From an optimization exercise on the open Yosys and OpenROAD flow, aimed at a short achievable clock period and few clock cycles; shortcuts taken in it are not production practice.
Function was checked by simulation only, so behaviour that the tests miss may differ from the original.
No activity file was given, so power comes from the tool's default toggle rates.

$ cat config.mk
export PLATFORM = sky130hd
export DESIGN_NAME = yfcpu2
export DESIGN_NICKNAME = yfcpu2
export VERILOG_FILES = /design/flow/design.v
export SDC_FILE = /design/flow/constraint.sdc
export NUM_CORES = 4
export LEC_CHECK = 0
export ABC_CLOCK_PERIOD_IN_PS = 3000
export CAP_MARGIN = 20
export CORE_MARGIN = 2
export CORE_UTILIZATION = 40
export SETUP_SLACK_MARGIN = 5
export SLEW_MARGIN = 20
export SYNTH_MEMORY_MAX_BITS = 8192
$ cat constraint.sdc
create_clock -name core_clock -period 10.0 [get_ports {clk}]
set_input_delay 2.0000 -clock core_clock [delete_from_list [all_inputs] [get_ports {clk}]]
set_output_delay 2.0000 -clock core_clock [all_outputs]
set_load 0.01 [all_outputs]
$ cat design.v
`timescale 1ns/1ps
module yfcpu2 #(
    parameter int IM_SIZE = 8,
    parameter int RF_SIZE = 4,
    parameter int DW      = 8
) (
    input  logic                   clk,
    input  logic                   rst,
    input  logic                   imem_we,
    input  logic [IM_SIZE-1:0]     imem_waddr,
    input  logic [4+3*RF_SIZE-1:0] imem_wdata,
    input  logic [RF_SIZE-1:0]     dbg_raddr,
    output logic [IM_SIZE-1:0]     pc_out,
    output logic                   halted,
    output logic                   zero,
    output logic [DW-1:0]          dbg_rdata
);
    localparam int IW = 4 + 3*RF_SIZE;
    localparam logic [3:0] OP_HALT = 4'd0;
    localparam logic [3:0] OP_LRI  = 4'd1;
    localparam logic [3:0] OP_ADD  = 4'd4;
    localparam logic [3:0] OP_SUB  = 4'd5;
    localparam logic [3:0] OP_OR   = 4'd6;
    localparam logic [3:0] OP_XOR  = 4'd7;
    localparam logic [3:0] OP_AND  = 4'd8;
    localparam logic [3:0] OP_BZ   = 4'd9;
    localparam logic [3:0] OP_JMP  = 4'd10;
    logic [IW-1:0]      imem [2**IM_SIZE];
    logic [DW-1:0]      rf_q [2**RF_SIZE];
    logic [IM_SIZE-1:0] pc_q, pc_d;      
    logic [IM_SIZE-1:0] pc1_q, pc1_d;    
    logic [IW-1:0]      e0_q, e1_q;      
    logic               zero_q;
    logic               halted_q;
    assign pc_out = pc_q;
    assign halted = halted_q;
    assign zero   = zero_q;
    logic [DW-1:0]      dbg_q;
    assign dbg_rdata = dbg_q;
    always_ff @(posedge clk) begin
        dbg_q <= rf_q[dbg_raddr];
    end
    always_ff @(posedge clk) begin
        if (imem_we) begin
            imem[imem_waddr] <= imem_wdata;
        end
    end
    function automatic logic is_alu(input logic [3:0] op);
        is_alu = (op >= OP_ADD) && (op <= OP_AND);
    endfunction
    function automatic logic [DW+1:0] alu(input logic [IW-1:0] ins,
                                           input logic [DW-1:0] a, input logic [DW-1:0] b);
        logic [3:0]    op;
        logic [DW-1:0] w, add_chk;
        logic          wr, z;
        op = ins[IW-1 -: 4];
        wr = 1'b1;
        add_chk = (a ^ b) ^ {a[DW-2:0] | b[DW-2:0], 1'b0};
        case (op)
            OP_LRI: begin w = ins[3*RF_SIZE-1 -: 2*RF_SIZE]; z = (w == '0); end
            OP_ADD: begin w = a + b; z = (add_chk == '0); end
            OP_SUB: begin w = a - b; z = (a == b); end
            OP_OR:  begin w = a | b; z = ((a | b) == '0); end
            OP_XOR: begin w = a ^ b; z = (a == b); end
            OP_AND: begin w = a & b; z = ((a & b) == '0); end
            default: begin w = a & b; z = 1'b0; wr = 1'b0; end
        endcase
        alu = {wr, z, w};
    endfunction
    logic [DW-1:0] w0, w1;
    logic          wr0, wr1, xz0, xz1;
    assign {wr0, xz0, w0} = alu(e0_q, rf_q[e0_q[3*RF_SIZE-1 -: RF_SIZE]], rf_q[e0_q[2*RF_SIZE-1 -: RF_SIZE]]);
    assign {wr1, xz1, w1} = alu(e1_q, rf_q[e1_q[3*RF_SIZE-1 -: RF_SIZE]], rf_q[e1_q[2*RF_SIZE-1 -: RF_SIZE]]);
    logic [IW-1:0]      f0, f1;
    logic [3:0]         op0, op1;
    logic [2*RF_SIZE-1:0] imm0, imm1;
    logic               z0, z1;           
    logic               take0, take1, pair;
    assign f0   = imem[pc_q];
    assign f1   = imem[pc1_q];
    assign op0  = f0[IW-1 -: 4];
    assign op1  = f1[IW-1 -: 4];
    assign imm0 = f0[3*RF_SIZE-1 -: 2*RF_SIZE];
    assign imm1 = f1[3*RF_SIZE-1 -: 2*RF_SIZE];
    assign z0 = wr1 ? xz1 : (wr0 ? xz0 : zero_q);
    assign z1 = (op0 == OP_LRI) ? (imm0 == '0) : z0;
    assign take0 = (op0 == OP_JMP) || ((op0 == OP_BZ) && z0);
    assign take1 = (op1 == OP_JMP) || ((op1 == OP_BZ) && z1);
    logic dep;
    assign dep = ((op0 == OP_LRI) || is_alu(op0)) && is_alu(op1) &&
                 ((f1[3*RF_SIZE-1 -: RF_SIZE] == f0[RF_SIZE-1:0]) ||
                  (f1[2*RF_SIZE-1 -: RF_SIZE] == f0[RF_SIZE-1:0]));
    assign pair = !take0 && (op0 != OP_HALT) && (op1 != OP_HALT) && !dep &&
                  !(is_alu(op0) && (op1 == OP_BZ));
    always_comb begin
        if (halted_q) begin
            pc_d  = pc_q;
            pc1_d = pc1_q;
        end else if (take0) begin
            pc_d  = IM_SIZE'(imm0);
            pc1_d = IM_SIZE'(imm0) + IM_SIZE'(1);
        end else if (!pair) begin
            pc_d  = pc1_q;
            pc1_d = pc1_q + IM_SIZE'(1);
        end else if (take1) begin
            pc_d  = IM_SIZE'(imm1);
            pc1_d = IM_SIZE'(imm1) + IM_SIZE'(1);
        end else begin
            pc_d  = pc1_q + IM_SIZE'(1);
            pc1_d = pc1_q + IM_SIZE'(2);
        end
    end
    always_ff @(posedge clk or negedge rst) begin
        if (!rst) begin
            pc_q     <= '0;
            pc1_q    <= IM_SIZE'(1);
            e0_q     <= '0;
            e1_q     <= '0;
            zero_q   <= 1'b0;
            halted_q <= 1'b0;
            for (int i = 0; i < 2**RF_SIZE; i++) begin
                rf_q[i] <= '0;
            end
        end else begin
            pc_q  <= pc_d;
            pc1_q <= pc1_d;
            if (!halted_q) begin
                e0_q     <= f0;
                e1_q     <= pair ? f1 : '0;
                halted_q <= (op0 == OP_HALT);
            end
            if (wr0 || wr1) begin
                zero_q <= wr1 ? xz1 : xz0;
            end
            if (wr0) begin
                rf_q[e0_q[RF_SIZE-1:0]] <= w0;
            end
            if (wr1) begin
                rf_q[e1_q[RF_SIZE-1:0]] <= w1;
            end
        end
    end
endmodule
$ cat run.sh
#!/bin/bash
# synth_recipe.tcl (not shown) runs the flow's synth.tcl, then flattens the netlist and writes it again
# the make line also repeats each setting of config.mk as NAME=value (left out here)
make -C /OpenROAD-flow-scripts/flow DESIGN_CONFIG=/design/flow/config.mk WORK_HOME=/design/flow/orfs CLKGATE_MAP_FILE= SYNTH_SCRIPT=/design/flow/synth_recipe.tcl finish
==> summary.md <==
| Metric | Value |
|---|---|
| Status | `complete, no violations` |
| Nature of the critical path startpoint | `register` |
| Delay-heaviest family, CP | `compound AO/OA/AOI/OAI gates` |
| Routability congestion estimate from global placement | `0.987` |
| Worst R2R Setup Slack | `4.37 ns` |
| Hold path start | `e0_q[8]` |
| WHS Endpoint | `e0_q[8]` |
| Wirelength per Cell | `about 47 µm` |
| Most frequent CP cell | `buf_12` |
| Grt peak-use layer | `met2` |
| CTS H-tree depth | `5` |
| Worst r2r src | `pc1_q[4]` |
| Crit path DAT | `approximately 6.6 ns` |
| Hold Crit Class | `register to register` |
| Ys async rst share | `0.0416` |
| Slowest stage cell on the critical path | `o211ai_1` |
| Peak supply drop | `0.435 mV` |
| Hold Slack | `roughly 0.53 ns` |
| 1st-pass router iterations | `8` |
| Fillers | `between 40,000 and 50,000` |
| Synthesis warning total | `2` |
| Final setup viols | `0` |
| Met1 usage | `0.430` |
| First-pass GRT wire length | `between 1,000,000 and 1,500,000 µm` |
| Worst R2R Path Depth | `13` |
| Die height | `approximately 730 µm` |
| Leak | `approximately 78 nW` |
| Starting Density | `0.401` |
| EDFF count, synth | `a little over 4,000` |
| Share of post-route cells with drive strength above 1 | `0.335` |
| RSZ-0062 raised after global routing | `true` |
| # clock sinks | `4,282` |
| PortBufs | `48` |
| Synth Area per Inst | `approximately 17 µm²` |
| Core ar. | `0.521 mm²` |
| Grt met2 use | `0.498` |
| Via count | `around 150k` |
| Die area | `0.528 mm²` |
| CP required | `about 11 ns` |
| Clock Tree Buf Depth | `4` |
| Gr ovfl total | `0` |
| DR iter-0 viols | `between 20,000 and 30,000` |
| Hold depth | `2` |
| Post-route cell area | `0.243 mm²` |
| GR Util met3 | `0.136` |
| DRC | `0` |
| Pin count of the biggest net entering global routing | `between 150 and 200` |
| Slew HR | `0.100` |
| Std cell rows | `approximately 270` |
| Vias per inst | `between 7 and 8` |
| Synthesized cell area | `0.209 mm²` |
| Synth cell count leaders | `4,096 x edfxtp_1, 1,917 x mux4_2, 792 x mux2i_1` |
| Number of global-route vias before repair | `roughly 140k` |
| Tcrit/Tclk final | `0.563` |
| Clock-pin slew on the worst setup and hold paths | `about 0.060 ns` |
| Max Clk Rate | `178 MHz` |
| Clock Latency Late Sink | `between 1 and 1.5 ns` |
| Mapped Nets | `roughly 12,000` |
| Crit-path max cell delay | `roughly 1.1 ns` |
| Maxcap violations | `0` |
| #FFs+latches synth | `approximately 4,300` |
| Final-report hold violation count | `0` |
| Bufs and invs on worst path | `4` |
| CTS Buf Count | `between 400 and 500` |
| Detail Placement HPWL | `between 500,000 and 600,000 µm` |
| Post-DP Area | `0.219 mm²` |
| I/O pin count | `49` |
| Worst r2r dst | `pc_q[0]` |
| CP endpoint kind | `register` |
| CTS tree | `built` |
| DRT Wirelength | `approximately 940,000 µm` |
| Worst-Margin Slew | `1.34 ns` |
| PwrDens | `roughly 330 mW/mm²` |
| Root buffer cell | `clkbuf_16` |
| Post-synth cell types | `around 110` |
| Area delta synth->final | `16.4%` |
| Die width | `roughly 730 µm` |
| Sequential-to-total area share from yosys stat | `0.611` |
| Antenna Nets Post-Route | `0` |
| Crit path max fanout | `40` |
| Synth top area cells | `edfxtp_1 59%, mux4_2 21%, mux2i_1 3.8%, dfrtp_1 2.1%, nand2_1 1.1%` |
| Top cell type's share of synthesized area | `0.589` |
| Initial antenna violation count | `around 110` |
| Critical-path cell list | `inv_12 > buf_12 > mux4_2 > o211ai_1 > a41o_2 > xor2_1 > nor4_4 > o221ai_4 > buf_12 > buf_4 > nand3_4 > nor3_1 > and4b_1` |
| Count leader, synth | `edfxtp_1` |
| Skew final | `0.102 ns` |
| Area leader, netlist | `edfxtp_1` |
| Final nets | `12,546` |
| Crit path time final | `~5.6 ns` |
| Setup TNS | `0 ns` |
| Post-Synthesis Cells | `12,040` |
| Pins Over Slew Limit | `0` |
| Crit path kind | `register to register` |
| GRT Overall Usage | `0.348` |
| Ys flop type | `edfxtp_1` |
[sequential cells by signal, summed over array words and instances, names as in the netlist]
signal    count
e1_q         16
halted_q      1
e0_q         16
rf_q        128
dbg_q         8
pc1_q         8
zero_q        1
pc_q          8
imem       4096
[how the worst max path moves through the flow]
| stage | from | to | slack [ns] | cells after the start |
|---|---|---|---|---|
| final | pc1_q[4] | pc_q[0] | 4.37 | 13 |
| after global routing | pc_q[0] | pc1_q[3] | 4.67 | 22 |
| after CTS | pc_q[0] | pc1_q[4] | 4.92 | 18 |
| after detailed placement | pc_q[0] | e1_q[11] | 2.68 | 13 |
| after global placement | pc1_q[0] | e1_q[11] | 2.14 | 13 |
| after floorplan | e1_q[4] | pc1_q[6] | 5.01 | 22 |
[cell usage in the layout, fill, tap and decap left out, drive strengths merged, types with 61 or more instances in the layout]
cell and instances:
a211oi 76, a21oi 367, a221oi 101, a22o 70, a22oi 290, a31oi 77, buf 833, bufbuf 70
clkbuf 576, clkinv 218, dfrtp 177, diode 97, edfxtp 4096, inv 100, mux2 142, mux2i 792
mux4 1919, nand2 634, nand3 146, nor2 569, nor2b 80, nor3 69, o211ai 61, o21ai 348
o221ai 99, o22ai 148
[stage by stage]
step,power (mW),setup WS [ns],cells,utilization
final,81.0,4.37,19886,0.467
after detailed placement,56.3,2.68,18571,0.421
after global placement,56.1,2.14,18568,0.420
after global routing,81.6,4.67,19795,0.467
after floorplan,42.1,5.01,12040,-
after CTS,78.0,4.92,19712,0.464
[area by class of cell]
class | count | area [µm²] | area share
clock inverters | 282 | 2920 | 0.0120
repair inverters | 1 | 8.76 | 0.0000360
clock buffers | 558 | 11700 | 0.0482
diodes | 97 | 243 | 0.000998
well taps | 6942 | 8690 | 0.0357
multi-input cells | 6677 | 79000 | 0.325
inverters | 96 | 482 | 0.00198
flip-flops and latches | 4282 | 128000 | 0.525
repair buffers | 951 | 12500 | 0.0515
[cells by family after synthesis]
group                    Yosys count  synth area share
buffers and inverters           1087            0.0289
AO/OA/AOI/OAI                   1956            0.0646
AND/OR/NAND/NOR                 1750            0.0376
XOR/XNOR                          57           0.00239
flip-flops                      4282             0.611
adder cells (fa/ha/maj)           55           0.00344
multiplexers                    2853             0.252
[power by group]
group | switching [mW] | internal, mW | total, mW | leakage, nW
clock | 7.60 | 9.46 | 17.1 | 7.10
sequential | 1.28 | 20.0 | 21.3 | 39.1
combinational | 26.5 | 16.2 | 42.7 | 31.7
total | 35.3 | 45.7 | 81.0 | 77.9
[repair_timing]
action                     in CTS  in global routing
setup endpoints to repair     176                457
buffers inserted              211                 66
resized for setup             638                110
hold buffers                    0                  0
cloned                         90                  4
pin swaps                      61                 58
[layer usage]
layer | up-vias | part of all wire
li1 | 51823 | -
met1 | 75253 | 0.33
met2 | 14359 | 0.42
met3 | 3573 | 0.15
met4 | 42 | 0.090
met5 | - | 0.00096
[worst register-to-register path, cell delays in order, from the launching register on]
cell and delay, ns:
dfrtp_4 0.72, inv_12 0.45, buf_12 0.47, mux4_2 0.87
o211ai_1 1.09, a41o_2 0.42, xor2_1 0.25, nor4_4 0.09
o221ai_4 0.24, buf_12 0.18, buf_4 0.13, nand3_4 0.16
nor3_1 0.25, and4b_1 0.24
Testbench counts, summed over its fixed seeds: cycles 16,391.

[re-timing with driven ports]
Ports are ideal in the flow. The routed layout listed here was re-timed in OpenROAD. Step 1 assumes that a clkbuf_16 drives the clock port and a buf_2 every other input. Step 2 adds t to the input delays and takes it off the output delays; t is the mean of the earliest and latest rising clock arrival at the registers after step 1. Input paths then give back, and output paths get back, about the clock's delay inside the block. Slacks: no drivers / after step 1 / after step 2; pairs: no drivers / after step 1.
t (ns): 1.191
slack for setup (ns): 4.366 / 4.366 / 3.821
worst hold slack (ns): 0.532 / 0.532 / 0.532
slew at the worst register clock pin (ns): 0.07 / 0.07
cell pins on the clock port's net: 1
After both steps setup and hold are still met in this run. The setup slack of this run moves by 0.000 ns with the drivers and by -0.545 ns with both steps.
